From an optimization exercise on the open Yosys and OpenROAD flow, aimed at small area; shortcuts taken in it are not production practice. The RTL was checked by simulation tests, not by an equivalence proof against the original design. Power figures rest on the tool's default switching activity, not on a simulated workload.

==> tundra <==
==> flow/design.v <==
`default_nettype none
module regfile_scoreboard #(
  parameter int DATA_W   = 64,
  parameter int NUM_REGS = 32,
  parameter int ADDR_W   = $clog2(NUM_REGS)
) (
  input  logic              clk_i,
  input  logic              reset_i,
  input  logic [ADDR_W-1:0] ra_i,
  input  logic [ADDR_W-1:0] rb_i,
  output logic [DATA_W-1:0] bus_a_o,
  output logic [DATA_W-1:0] bus_b_o,
  output logic              valid_a_o,
  output logic              valid_b_o,
  input  logic [ADDR_W-1:0] rw_i,
  input  logic [DATA_W-1:0] bus_w_i,
  input  logic              reg_wr_i,
  input  logic              mark_en_i,
  input  logic [ADDR_W-1:0] mark_reg_i,
  output logic              mark_ack_o,
  output logic [ADDR_W:0]   pend_count_o
);
  localparam int NR = NUM_REGS - 1;   
  localparam int NG = NR / 3;         
  logic [DATA_W-1:0] regs_q [NR];
  logic [NR-1:0]     pend_q;
  logic [ADDR_W:0]   cnt_q;
  logic [NR-1:0] dec_a, dec_b, dec_w, dec_m;
  always_comb begin
    for (int i = 0; i < NR; i++) begin
      dec_a[i] = (ra_i == ADDR_W'(i));
      dec_b[i] = (rb_i == ADDR_W'(i));
      dec_w[i] = (rw_i == ADDR_W'(i));
      dec_m[i] = (mark_reg_i == ADDR_W'(i));
    end
  end
  logic [NR-1:0] load, hold;
  assign load = dec_w & {NR{reg_wr_i & !reset_i}};
  assign hold = ~dec_w & {NR{!reset_i}} | {NR{!reg_wr_i & !reset_i}};
  logic pend_m, pend_w, mark_zr, mark_ack, mark_set, wr_hits_mark;
  assign pend_m       = |(dec_m & pend_q);
  assign pend_w       = |(dec_w & pend_q);
  assign mark_zr      = (mark_reg_i == {ADDR_W{1'b1}});
  assign wr_hits_mark = reg_wr_i && (rw_i == mark_reg_i);
  assign mark_ack     = mark_en_i && !reset_i && (!pend_m || wr_hits_mark || mark_zr);
  assign mark_set     = mark_ack && !mark_zr;
  assign mark_ack_o   = mark_ack;
  logic newly_set, newly_clr;
  assign newly_set = mark_set && !pend_m;
  assign newly_clr = reg_wr_i && !reset_i && pend_w && !(mark_set && wr_hits_mark);
  for (genvar i = 0; i < NR; i++) begin : g_reg
    logic [DATA_W-1:0] d;
    for (genvar b = 0; b < DATA_W; b++) begin : g_bit
      rf_hold u_h (.q(regs_q[i][b]), .h(hold[i]), .d(bus_w_i[b]), .l(load[i]), .y(d[b]));
    end
    always_ff @(posedge clk_i) regs_q[i] <= d;
  end
  always_ff @(posedge clk_i) begin
    if (reset_i) begin
      pend_q <= '0;
      cnt_q  <= '0;
    end else begin
      pend_q <= (pend_q & ~load) | (dec_m & {NR{mark_set}});
      if (newly_set && !newly_clr)      cnt_q <= cnt_q + 1'b1;
      else if (newly_clr && !newly_set) cnt_q <= cnt_q - 1'b1;
    end
  end
  assign pend_count_o = cnt_q;
  for (genvar b = 0; b < DATA_W; b++) begin : g_rd
    logic [NR-1:0] col;
    logic [NG-1:0] na, nb;
    for (genvar i = 0; i < NR; i++) begin : g_col
      assign col[i] = regs_q[i][b];
    end
    for (genvar g = 0; g < NG; g++) begin : g_grp
      rf_aoi222 u_a (.a(col[3*g+:3]), .s(dec_a[3*g+:3]), .y(na[g]));
      rf_aoi222 u_b (.a(col[3*g+:3]), .s(dec_b[3*g+:3]), .y(nb[g]));
    end
    assign bus_a_o[b] = ~&na | |(col[NR-1:3*NG] & dec_a[NR-1:3*NG]);
    assign bus_b_o[b] = ~&nb | |(col[NR-1:3*NG] & dec_b[NR-1:3*NG]);
  end
  assign valid_a_o = !(|(dec_a & pend_q));
  assign valid_b_o = !(|(dec_b & pend_q));
endmodule
module rf_hold (
  input  logic q,
  input  logic h,
  input  logic d,
  input  logic l,
  output logic y
);
  assign y = (q & h) | (d & l);
endmodule
module rf_aoi222 (
  input  logic [2:0] a,
  input  logic [2:0] s,
  output logic       y
);
  assign y = ~|(a & s);
endmodule
`default_nettype wire
==> flow/flow/run.sh <==
#!/bin/bash
set -o pipefail
export BUFFER_PORTS_ARGS="-buffer_cell sky130_fd_sc_hd__buf_1"
bash standard.sh > standard.log 2>&1
==> flow/standard.sh <==
#!/bin/bash
# synth_recipe.tcl (not shown) runs the flow's synth.tcl, then flattens the netlist and writes it again
# the make line also repeats each setting of config.mk as NAME=value (left out here)
make -C /OpenROAD-flow-scripts/flow DESIGN_CONFIG=/design/flow/config.mk WORK_HOME=/design/flow/orfs CLKGATE_MAP_FILE= SYNTH_SCRIPT=/design/flow/synth_recipe.tcl "${@:-finish}"
==> flow/config.mk <==
export PLATFORM = sky130hd
export DESIGN_NAME = regfile_scoreboard
export DESIGN_NICKNAME = regfile_scoreboard
export VERILOG_FILES = /design/flow/design.v
export SDC_FILE = /design/flow/constraint.sdc
export NUM_CORES = 4
export LEC_CHECK = 0
export CAP_MARGIN = 10
export CORE_MARGIN = 2
export CORE_UTILIZATION = 40
export CTS_BUF_LIST = sky130_fd_sc_hd__clkbuf_16
export CTS_CLUSTER_DIAMETER = 80
export CTS_CLUSTER_SIZE = 16
export SETUP_SLACK_MARGIN = 0.3
export SLEW_MARGIN = 10
export SYNTH_HIERARCHICAL = 1
export SYNTH_MINIMUM_KEEP_SIZE = 0
==> flow/constraint.sdc <==
create_clock -name core_clock -period 6.5 [get_ports {clk_i}]
set_input_delay 1.3000 -clock core_clock [delete_from_list [all_inputs] [get_ports {clk_i}]]
set_output_delay 1.3000 -clock core_clock [all_outputs]
set_load 0.01 [all_outputs]
==> indigo: changes against tundra <==
==> flow/design.v (replaced) <==
`default_nettype none
module regfile_scoreboard #(
  parameter int DATA_W   = 64,
  parameter int NUM_REGS = 32,
  parameter int ADDR_W   = $clog2(NUM_REGS)
) (
  input  logic              clk_i,
  input  logic              reset_i,
  input  logic [ADDR_W-1:0] ra_i,
  input  logic [ADDR_W-1:0] rb_i,
  output logic [DATA_W-1:0] bus_a_o,
  output logic [DATA_W-1:0] bus_b_o,
  output logic              valid_a_o,
  output logic              valid_b_o,
  input  logic [ADDR_W-1:0] rw_i,
  input  logic [DATA_W-1:0] bus_w_i,
  input  logic              reg_wr_i,
  input  logic              mark_en_i,
  input  logic [ADDR_W-1:0] mark_reg_i,
  output logic              mark_ack_o,
  output logic [ADDR_W:0]   pend_count_o
);
  if ((NUM_REGS < 4) || ((NUM_REGS & (NUM_REGS - 1)) != 0) ||
      (ADDR_W != $clog2(NUM_REGS))) begin : g_bad_params
    $error("regfile_scoreboard: NUM_REGS must be a power of two >= 4 and ADDR_W = clog2(NUM_REGS)");
  end
  localparam logic [ADDR_W-1:0] c_zr      = {ADDR_W{1'b1}};
  localparam logic [ADDR_W:0]   c_cnt_one = {{ADDR_W{1'b0}}, 1'b1};
  logic [DATA_W-1:0]   regs_q [NUM_REGS];
  logic [NUM_REGS-1:0] pending_q;
  logic [NUM_REGS-1:0] pending_d;
  logic [ADDR_W:0]     pend_cnt_q;
  logic [ADDR_W:0]     pend_cnt_d;
  logic w_wr_en;        
  logic w_wr_hits_mark;  
  logic w_mark_ack;
  logic w_mark_set;     
  logic w_newly_set;
  logic w_newly_clr;
  assign w_wr_en        = reg_wr_i && !reset_i && (rw_i != c_zr);
  assign w_wr_hits_mark = reg_wr_i && (rw_i == mark_reg_i);
  assign w_mark_ack = mark_en_i && !reset_i &&
                      (!pending_q[mark_reg_i] || w_wr_hits_mark ||
                       (mark_reg_i == c_zr));
  assign w_mark_set = w_mark_ack && (mark_reg_i != c_zr);
  assign mark_ack_o = w_mark_ack;
  assign w_newly_set = w_mark_set && !pending_q[mark_reg_i];
  assign w_newly_clr = w_wr_en && pending_q[rw_i] &&
                       !(w_mark_set && (mark_reg_i == rw_i));
  always_comb begin
    pending_d = pending_q;
    if (w_wr_en) begin
      pending_d[rw_i] = 1'b0;
    end
    if (w_mark_set) begin
      pending_d[mark_reg_i] = 1'b1;
    end
  end
  always_comb begin
    pend_cnt_d = pend_cnt_q;
    case ({w_newly_set, w_newly_clr})
      2'b10:   pend_cnt_d = pend_cnt_q + c_cnt_one;
      2'b01:   pend_cnt_d = pend_cnt_q - c_cnt_one;
      default: pend_cnt_d = pend_cnt_q;
    endcase
  end
  always_ff @(posedge clk_i) begin
    if (reset_i) begin
      for (int i = 0; i < NUM_REGS; i++) begin
        regs_q[i] <= '0;
      end
      pending_q  <= '0;
      pend_cnt_q <= '0;
    end else begin
      if (w_wr_en) begin
        regs_q[rw_i] <= bus_w_i;
      end
      pending_q  <= pending_d;
      pend_cnt_q <= pend_cnt_d;
    end
  end
  assign pend_count_o = pend_cnt_q;
  logic w_byp_a;
  logic w_byp_b;
  assign w_byp_a = 1'b0;
  assign w_byp_b = 1'b0;
  always_comb begin
    bus_a_o = '0;
    if (w_byp_a) begin
      bus_a_o = bus_w_i;
    end else if (ra_i != c_zr) begin
      bus_a_o = regs_q[ra_i];
    end
  end
  always_comb begin
    bus_b_o = '0;
    if (w_byp_b) begin
      bus_b_o = bus_w_i;
    end else if (rb_i != c_zr) begin
      bus_b_o = regs_q[rb_i];
    end
  end
  assign valid_a_o = w_byp_a || !pending_q[ra_i];
  assign valid_b_o = w_byp_b || !pending_q[rb_i];
endmodule
`default_nettype wire
==> flow/run.sh (new file) <==
#!/bin/bash
# synth_recipe.tcl (not shown) runs the flow's synth.tcl, then flattens the netlist and writes it again
# the make line also repeats each setting of config.mk as NAME=value (left out here)
make -C /OpenROAD-flow-scripts/flow DESIGN_CONFIG=/design/flow/config.mk WORK_HOME=/design/flow/orfs CLKGATE_MAP_FILE= SYNTH_SCRIPT=/design/flow/synth_recipe.tcl finish
CAP_MARGIN = 20   (was 10)
CTS_BUF_LIST = not set   (was sky130_fd_sc_hd__clkbuf_16)
CTS_CLUSTER_DIAMETER = not set   (was 80)
CTS_CLUSTER_SIZE = not set   (was 16)
SETUP_SLACK_MARGIN = not set   (was 0.3)
SLEW_MARGIN = 20   (was 10)
SYNTH_HIERARCHICAL = not set   (was 1)
SYNTH_MINIMUM_KEEP_SIZE = not set   (was 0)
removed: flow/flow/run.sh
removed: flow/standard.sh
==> comparison table <==
| item | tundra | indigo |
|---|---|---|
| Result of the run | finished clean | finished clean |
| Maximum VDD drop | 0.2935 mV | 0.2468 mV |
| Clock buffer and inverter area fraction after layout | 4.556% | 5.442% |
| Placement Rows | 161 | 194 |
| Endpoint of the most critical register-to-register path | cnt_q[5] | pend_cnt_q[4] |
| Detailed-routing wirelength on met1 | 145300 um | 154900 um |
| Largest fanout on the critical path | 30 | 36 |
| Final worst-path cycle share | 93.51% | 97.96% |
| Tot Pwr | 22.94 mW | 32.67 mW |
| Slew @ Worst Pin | 1.440 ns | 1.216 ns |
| Mux cell area share after synthesis | 0.3220% | 24.88% |
| Clock power share | 38.9% | 38.3% |
| Count of vias placed by the detailed router | 79440 | 72870 |

[afterwards: timing with drivers on the ports]
The flow's constraints put no driver on any port. The routed layouts listed below were extracted and timed again, unchanged, in two steps.
Step 1: set_driving_cell puts a clkbuf_16 on clk_i and a buf_2 on each other input, an assumption about the parent block.
Step 2 adds t to the input delays and takes it off the output delays; t is the mean of the earliest and latest rising clock arrival at the registers after step 1. Input paths then give back, and output paths get back, about the clock's delay inside the block.
Slacks: ideal / step 1 / step 2; pairs: ideal / step 1.
run	t (ns)	slack for setup (ns)	hold slack, ns	clock arrival spread, ns	worst register clock-pin slew, ns
tundra	0.940	0.422 / 0.363 / 0.363	0.480 / 0.480 / 0.480	0.077 / 0.078	0.08 / 0.08
indigo	0.975	0.132 / 0.085 / 0.085	0.490 / 0.490 / 0.490	0.077 / 0.078	0.07 / 0.07
After both steps setup and hold are still met in every run listed. The setup slack of tundra, which loses most, moves by -0.059 ns with the drivers and by -0.059 ns with both steps.
